This design comes from an exercise in tuning for small area on the open sky130 flow, not from production work. In this exercise RTL edits were held to simulation tests only and were not proved equivalent to the original. No activity file was given, so power comes from the tool's default toggle rates.

## flow/design.v

```verilog
`default_nettype none
package mem_gate_pkg;
  localparam int PAGE_W     = 6;              
  localparam int PAGE_COUNT = 64;             
  localparam int PAGE_SHIFT = 16;             
  localparam int KEY_COUNT  = 4;              
  localparam int KEY_W      = 20;
  localparam int PL_W       = 8;              
  localparam int TID_W      = 8;              
  localparam int ADDR_W     = 32;
  localparam int DATA_W     = 32;             
  typedef enum logic [1:0] {
    SEG_CODE  = 2'd0,
    SEG_DATA  = 2'd1,
    SEG_STACK = 2'd2
  } seg_e;
  typedef enum logic {
    ERR_OKAY    = 1'b0,
    ERR_PROTERR = 1'b1                        
  } resp_err_e;
  typedef struct packed {
    logic             data_area;              
    logic [KEY_W-1:0] key;                    
    logic [PL_W-1:0]  pl;                     
  } page_attr_t;
  typedef struct packed {
    logic                           cyc;      
    logic                           we;
    seg_e                           seg;
    logic [PL_W-1:0]                pl;
    logic [KEY_COUNT-1:0][KEY_W-1:0] keys;
    logic [TID_W-1:0]               tid;
    logic [ADDR_W-1:0]              padr;
    logic [DATA_W-1:0]              data;
  } bus_req_t;
  typedef struct packed {
    logic              ack;                   
    resp_err_e         err;
    logic [TID_W-1:0]  tid;
    logic [ADDR_W-1:0] adr;
    logic [DATA_W-1:0] dat;
  } bus_resp_t;
endpackage
`default_nettype wire
`timescale 1ns/1ns
`default_nettype none
module page_attr_table (
  input  wire              clk,
  input  wire              rst,
  input  logic             attr_we_i,        
  input  logic [mem_gate_pkg::PAGE_W-1:0] attr_page_i,     
  input  mem_gate_pkg::page_attr_t       attr_i,           
  input  logic [mem_gate_pkg::PAGE_W-1:0] rd_page_i,       
  output mem_gate_pkg::page_attr_t       rd_attr_o         
);
  logic [1+mem_gate_pkg::KEY_W+mem_gate_pkg::PL_W-1:0] mem [0:mem_gate_pkg::PAGE_COUNT-1];   
  always_ff @(posedge clk) begin
    if (rst) begin
      for (int i = 0; i < mem_gate_pkg::PAGE_COUNT; i++) begin
        mem[i] <= '0;
      end
    end else if (attr_we_i) begin
      mem[attr_page_i] <= attr_i;            
    end
  end
  always_ff @(posedge clk) begin
    rd_attr_o <= mem[rd_page_i];             
  end
endmodule
`default_nettype wire
`timescale 1ns/1ns
`default_nettype none
module access_check (
  input  wire               clk,
  input  wire               rst,
  input  mem_gate_pkg::bus_req_t          req_i,             
  output logic [mem_gate_pkg::PAGE_W-1:0] rd_page_o,         
  input  mem_gate_pkg::page_attr_t        rd_attr_i,         
  output mem_gate_pkg::bus_req_t          req_o,             
  output mem_gate_pkg::bus_resp_t         loc_resp_o,        
  output logic              set_tid_valid_o,   
  output logic [mem_gate_pkg::TID_W-1:0]  set_tid_o,
  output logic              clr_tid_valid_o,   
  output logic [mem_gate_pkg::TID_W-1:0]  clr_tid_o
);
  mem_gate_pkg::bus_req_t req_q;                             
  logic     key_ok;
  logic     pl_ok;
  logic     pass;
  assign rd_page_o = req_i.padr[mem_gate_pkg::PAGE_SHIFT +: mem_gate_pkg::PAGE_W];
  always_ff @(posedge clk) begin
    req_q <= req_i;                            
    if (rst) begin
      req_q.cyc <= 1'b0;                       
    end
  end
  always_comb begin
    key_ok = (rd_attr_i.key == '0);
    for (int k = 0; k < mem_gate_pkg::KEY_COUNT; k++) begin
      if (req_q.keys[k] == rd_attr_i.key) begin
        key_ok = 1'b1;
      end
    end
    if (!rd_attr_i.data_area) begin
      pl_ok = (rd_attr_i.pl == '0) || (rd_attr_i.pl == req_q.pl);
    end else begin
      pl_ok = ((rd_attr_i.pl == '0) || (rd_attr_i.pl <= req_q.pl))
              && (req_q.seg != mem_gate_pkg::SEG_CODE);
    end
    pass = key_ok && pl_ok;
  end
  assign set_tid_valid_o = req_q.cyc && pass;
  assign set_tid_o       = req_q.tid;
  assign clr_tid_valid_o = req_q.cyc && !pass;
  assign clr_tid_o       = req_q.tid;
  always_comb begin
    loc_resp_o = '0;
    if (req_q.cyc && !pass) begin
      loc_resp_o.ack = 1'b0;
      loc_resp_o.err = mem_gate_pkg::ERR_PROTERR;
      loc_resp_o.tid = req_q.tid;
      loc_resp_o.adr = req_q.padr;
      loc_resp_o.dat = '0;
    end
  end
  always_ff @(posedge clk) begin
    if (rst) begin
      req_o <= '0;
    end else begin
      req_o <= '0;                             
      if (req_q.cyc && pass) begin
        req_o <= req_q;                        
      end
    end
  end
endmodule
`default_nettype wire
`timescale 1ns/1ns
`default_nettype none
module tid_gate (
  input  wire              clk,
  input  wire              rst,
  input  mem_gate_pkg::bus_resp_t        resp_i,             
  input  mem_gate_pkg::bus_resp_t        loc_resp_i,         
  input  logic             set_tid_valid_i,
  input  logic [mem_gate_pkg::TID_W-1:0] set_tid_i,
  input  logic             clr_tid_valid_i,
  input  logic [mem_gate_pkg::TID_W-1:0] clr_tid_i,
  output mem_gate_pkg::bus_resp_t        resp_o
);
  logic [2**mem_gate_pkg::TID_W-1:0] open_q;                 
  mem_gate_pkg::bus_resp_t           resp_q;                 
  logic                fwd;                    
  always_ff @(posedge clk) begin
    resp_q <= resp_i;
    if (rst) begin
      resp_q.ack <= 1'b0;
      resp_q.err <= mem_gate_pkg::ERR_OKAY;
    end
  end
  assign fwd = (resp_q.ack || (resp_q.err == mem_gate_pkg::ERR_PROTERR)) && open_q[resp_q.tid];
  always_ff @(posedge clk) begin
    if (rst) begin
      open_q <= '0;                            
    end else begin
      if (fwd) begin
        open_q[resp_q.tid] <= 1'b0;            
      end
      if (clr_tid_valid_i) begin
        open_q[clr_tid_i] <= 1'b0;             
      end
      if (set_tid_valid_i) begin
        open_q[set_tid_i] <= 1'b1;             
      end
    end
  end
  always_ff @(posedge clk) begin
    if (rst) begin
      resp_o <= '0;
    end else begin
      resp_o <= '0;                            
      if (fwd) begin
        resp_o <= resp_q;                      
      end else if ((loc_resp_i.ack || (loc_resp_i.err == mem_gate_pkg::ERR_PROTERR))) begin
        resp_o <= loc_resp_i;
      end
    end
  end
endmodule
`default_nettype wire
`timescale 1ns/1ns
`default_nettype none
module mem_gate_top (
  input  wire               clk,
  input  wire               rst,
  input  logic [163:0]      req_i,          
  output logic [163:0]      req_o,          
  input  logic [73:0]       resp_i,         
  output logic [73:0]       resp_o,         
  input  logic              attr_we_i,      
  input  logic [mem_gate_pkg::PAGE_W-1:0] attr_page_i,
  input  logic [28:0]       attr_i          
);
  logic [mem_gate_pkg::PAGE_W-1:0] rd_page;
  mem_gate_pkg::page_attr_t        rd_attr;
  mem_gate_pkg::bus_resp_t         loc_resp;              
  logic              set_tid_valid;
  logic [mem_gate_pkg::TID_W-1:0]  set_tid;
  logic              clr_tid_valid;
  logic [mem_gate_pkg::TID_W-1:0]  clr_tid;
  page_attr_table u_table (
    .clk         (clk),
    .rst         (rst),
    .attr_we_i   (attr_we_i),
    .attr_page_i (attr_page_i),
    .attr_i      (attr_i),
    .rd_page_i   (rd_page),
    .rd_attr_o   (rd_attr)
  );
  access_check u_check (
    .clk             (clk),
    .rst             (rst),
    .req_i           (req_i),
    .rd_page_o       (rd_page),
    .rd_attr_i       (rd_attr),
    .req_o           (req_o),
    .loc_resp_o      (loc_resp),
    .set_tid_valid_o (set_tid_valid),
    .set_tid_o       (set_tid),
    .clr_tid_valid_o (clr_tid_valid),
    .clr_tid_o       (clr_tid)
  );
  tid_gate u_gate (
    .clk             (clk),
    .rst             (rst),
    .resp_i          (resp_i),
    .loc_resp_i      (loc_resp),
    .set_tid_valid_i (set_tid_valid),
    .set_tid_i       (set_tid),
    .clr_tid_valid_i (clr_tid_valid),
    .clr_tid_i       (clr_tid),
    .resp_o          (resp_o)
  );
endmodule
`default_nettype wire
```

## flow/run.sh

```bash
#!/bin/bash
# synth_recipe.tcl (not shown) runs the flow's synth.tcl, then flattens the netlist and writes it again
# the make line also repeats each setting of config.mk as NAME=value (left out here)
make -C /OpenROAD-flow-scripts/flow DESIGN_CONFIG=/design/flow/config.mk WORK_HOME=/design/flow/orfs CLKGATE_MAP_FILE= SYNTH_SCRIPT=/design/flow/synth_recipe.tcl finish
```

## flow/config.mk

```make
export PLATFORM = sky130hd
export DESIGN_NAME = mem_gate_top
export DESIGN_NICKNAME = mem_gate_top
export VERILOG_FILES = /design/flow/design.v
export SDC_FILE = /design/flow/constraint.sdc
export NUM_CORES = 4
export LEC_CHECK = 0
export CAP_MARGIN = 20
export CORE_MARGIN = 2
export CORE_UTILIZATION = 40
export PLACE_DENSITY = 0.6
export SLEW_MARGIN = 20
```

## flow/constraint.sdc

```tcl
create_clock -name core_clock -period 5.0 [get_ports {clk}]
set_input_delay 1.0000 -clock core_clock [delete_from_list [all_inputs] [get_ports {clk}]]
set_output_delay 1.0000 -clock core_clock [all_outputs]
set_load 0.01 [all_outputs]
```

==> metrics.cfg <==
[run_status]
outcome=finished clean

[floorplanning]
pin_count=514
core_area_um2=279000
initial_core_util=0.401
die_w_um=533
dieArea_um2=284000
die_y_um=533
num_rows=194

[routing]
drt-initial-drc-count=8835
wirelength_mm=369
via_per_inst=5.87
ant_nets=0
drcViolationCount=0
wl_per_cell_um=31.0
routed-via-count=69952
firstDrtPassIters=6

[worst_setup_path]
cp.depth=11
worstSetupPathType=reg2reg
worst_ep_arrival_time_ps=5430
crit_path_end_kind=flop
slowest_delay_ps=1130
worst_ep_required_time_ps=5700
rr_worst_depth=11
cp_cell_sequence=xor2_1 > nor4_1 > nand3_1 > nor3_1 > o41ai_2 > buf_4 > nor3_2 > buf_4 > nand3_2 > buf_4 > o22ai_1
worst-path-buf-inv=3
cp_slowest_cell=dfxtp_1
cp_top_family=simple AND/OR/NAND/NOR gates
cpMostUsedCell=buf_4
crit_fanout=70
start_kind=flop

[yosys]
synth_top_area_cell=edfxtp_1
synth_fa_ha_area_frac=0.00179
ys.flop_type=edfxtp_1
ys_seq_area_frac=0.634
synth_top_cells_by_count=2054 x and2_1, 1856 x edfxtp_1, 761 x dfxtp_1
postSynthCellCount=7700
yosysWarnings=3
synth-compound-area-share=0.0450
synth_top_family_by_area=simple AND/OR/NAND/NOR gates
synth_area_per_cell_um2=14.5
synthMuxAreaShare=0.136
yosysTopAreaCellShare=0.498
synth.area.top_cells=edfxtp_1 50%, dfxtp_1 14%, mux4_2 13%
synth-edff-count=1856
synth_cell_types=58
synth_most_common_cell=and2_1
synth-async-reset-ratio=0
syn_area_um2=112000
ys_ff_latch=2617
synthXorXnorAreaFrac=0.00751
synthSimpleGateAreaFrac=0.145
synth_nets=7992

[global_route]
grt_max_degree=256
first_global_vias=67804
grt_busiest_layer=met2
overflow=0
grt_use_total=0.254
met3_usage=0.0525
use_met1=0.360
grtUsageMet2=0.399
antenna_found_initial=52
grt_first_pass_wirelength_mm=522

[sta]
finalCritPeriodShare=0.947
fin_skew_ps=100
worst_pin_slew_ps=1280
fmaxAchievable_ghz=0.211
timing.slew.headroom=0.146
setup_viol=0
layout_min_cycle_time_ps=4730
slew_viol_final=0
finalHoldViolations=0
grt_setup_unrepaired=no
tns_ps=0

[clocking]
cts.path.max_buffers=4
postCtsHoldBufs=0
cts_made_buffers=291
clk_latency_ps=880
cts_tree=done
root_buffer=clkbuf_16
postCtsResizedCells=0
path_clk_slew_ps=60
clock_sinks=2617
postCtsSetupRepairBufs=0
htree_levels=5

[pwr]
ir_drop_v=0.000248
p_leak_nw=44.4
p_per_area_nw_per_um2=378

[cells_and_area]
stdcell_count=11923
area_delta_synth_final_pct=17.1
seq_area_um2=71000
multi_input_area_um2=38500
nets=8255
fill_cells=23834
drive_above_1_share=0.191

[placement]
dpl.hpwl_mm=234
port_buffers=513
dp.cells=11393
place.gp.congestion=0.907

[min_path]
hold_depth=1
min_path_type=reg2reg

[run]
maxCapViolCount=0

## flip-flops by register name, summed over array words and instances, names as in the netlist
register,flops
u_check.req_o,164
u_check.req_q,164
u_gate.open_q,256
u_gate.resp_o,74
u_gate.resp_q,74
u_table.mem,1856
u_table.rd_attr_o,29
## path summary, 6_finish.rpt
| path | from | slack [ps] | to |
|---|---|---|---|
| max reg2reg | u_table.rd_attr_o[25] | 270 | u_gate.open_q[117] |
| min reg2reg | u_gate.resp_q[30] | 420 | u_gate.resp_o[30] |
| max | u_table.rd_attr_o[25] | 270 | u_gate.open_q[117] |
| min | u_gate.resp_q[30] | 420 | u_gate.resp_o[30] |
## cell families after synthesis
kind of cell / count (synthesis)
AND/OR/NAND/NOR: 2732
flip-flops: 2617
buffers and inverters: 844
multiplexers: 703
AO/OA/AOI/OAI: 692
XOR/XNOR: 96
adder cells (fa/ha/maj): 16
## final cells by class
cell class                      instances  share of cell area
Timing Repair Buffer                  795              0.0586
Sequential cell                      2617               0.542
Clock inverter                        129             0.00850
Clock buffer                          377              0.0605
Antenna cell                           23            0.000439
Inverter                               19            0.000602
Multi-Input combinational cell       4239               0.294
Tap cell                             3724              0.0356
## metrics by stage
step	power [W]	setup WS, ps	area [um2]	hold slack, ps	util
finish	0.0496	267	131000	417	0.470
global placement	0.0292	482	122000	408	0.437
detailed placement	0.0292	468	122000	411	0.437
CTS	0.0498	407	131000	415	0.470
floorplan	0.0270	646	112000	406	-
global route	0.0508	210	131000	427	0.470
## cell usage in the layout, fill, tap and decap left out, types with 26 or more instances in the layout
cell             synthesis  routed
clkbuf_1               677      57
xor2_1                  62      61
clkbuf_8                 0      26
o311ai_0               255     255
edfxtp_1              1856    1856
and2_1                2054    2054
xnor2_1                 34      33
buf_12                   0      45
nand2_1                149     143
o21ai_4                  0      61
nor2_2                   1      53
buf_2                   21      28
nor4_1                 120     120
nor3b_1                 42      42
clkdlybuf4s50_1          0     477
clkinv_2                 0      53
mux2i_1                 39      39
dfxtp_1                761     755
clkinv_1                 0      41
clkbuf_16                0     294
nor2_1                 102      49
buf_4                   24     240
mux4_2                 655     655
nor3_1                 190     189
o22ai_1                263     263
## routing by layer
metal | wire [um] | up-vias
met3 | 35200 | 525
met5 | 182 | -
met4 | 9890 | 24
met1 | 152000 | 36310
met2 | 172000 | 3788
li1 | - | 29305
## report_power, final
part	switching (W)	total (W)	internal, W
combinational	0.00249	0.00403	0.00154
clock	0.00884	0.0207	0.0119
sequential	0.000658	0.0248	0.0241

## separate check: timing with driven ports
Ports are ideal in the flow. The routed layout listed here was re-timed in OpenROAD.
Step 1 sets driving cells, clkbuf_16 on the clock port and buf_2 on the other inputs (assumed; they add their load-dependent delay and slew).
Step 2 times the ports against the registers' clock, not the clock port: input delays grow and output delays shrink by t, the midpoint of the rising clock arrivals with the driver on.
Three values: no drivers, after step 1, after step 2; two values: the first two.
t (ns): 0.929
setup slack, ns: 0.267 / 0.267 / 0.267
clock arrival spread, ns: 0.100 / 0.100
worst data-port slew with drivers (ns): 0.32
cell pins on the clock port's net: 1
After both steps this run still meets setup and hold. For this run, drivers alone change the setup slack by 0.000 ns; drivers and shift together by 0.000 ns.
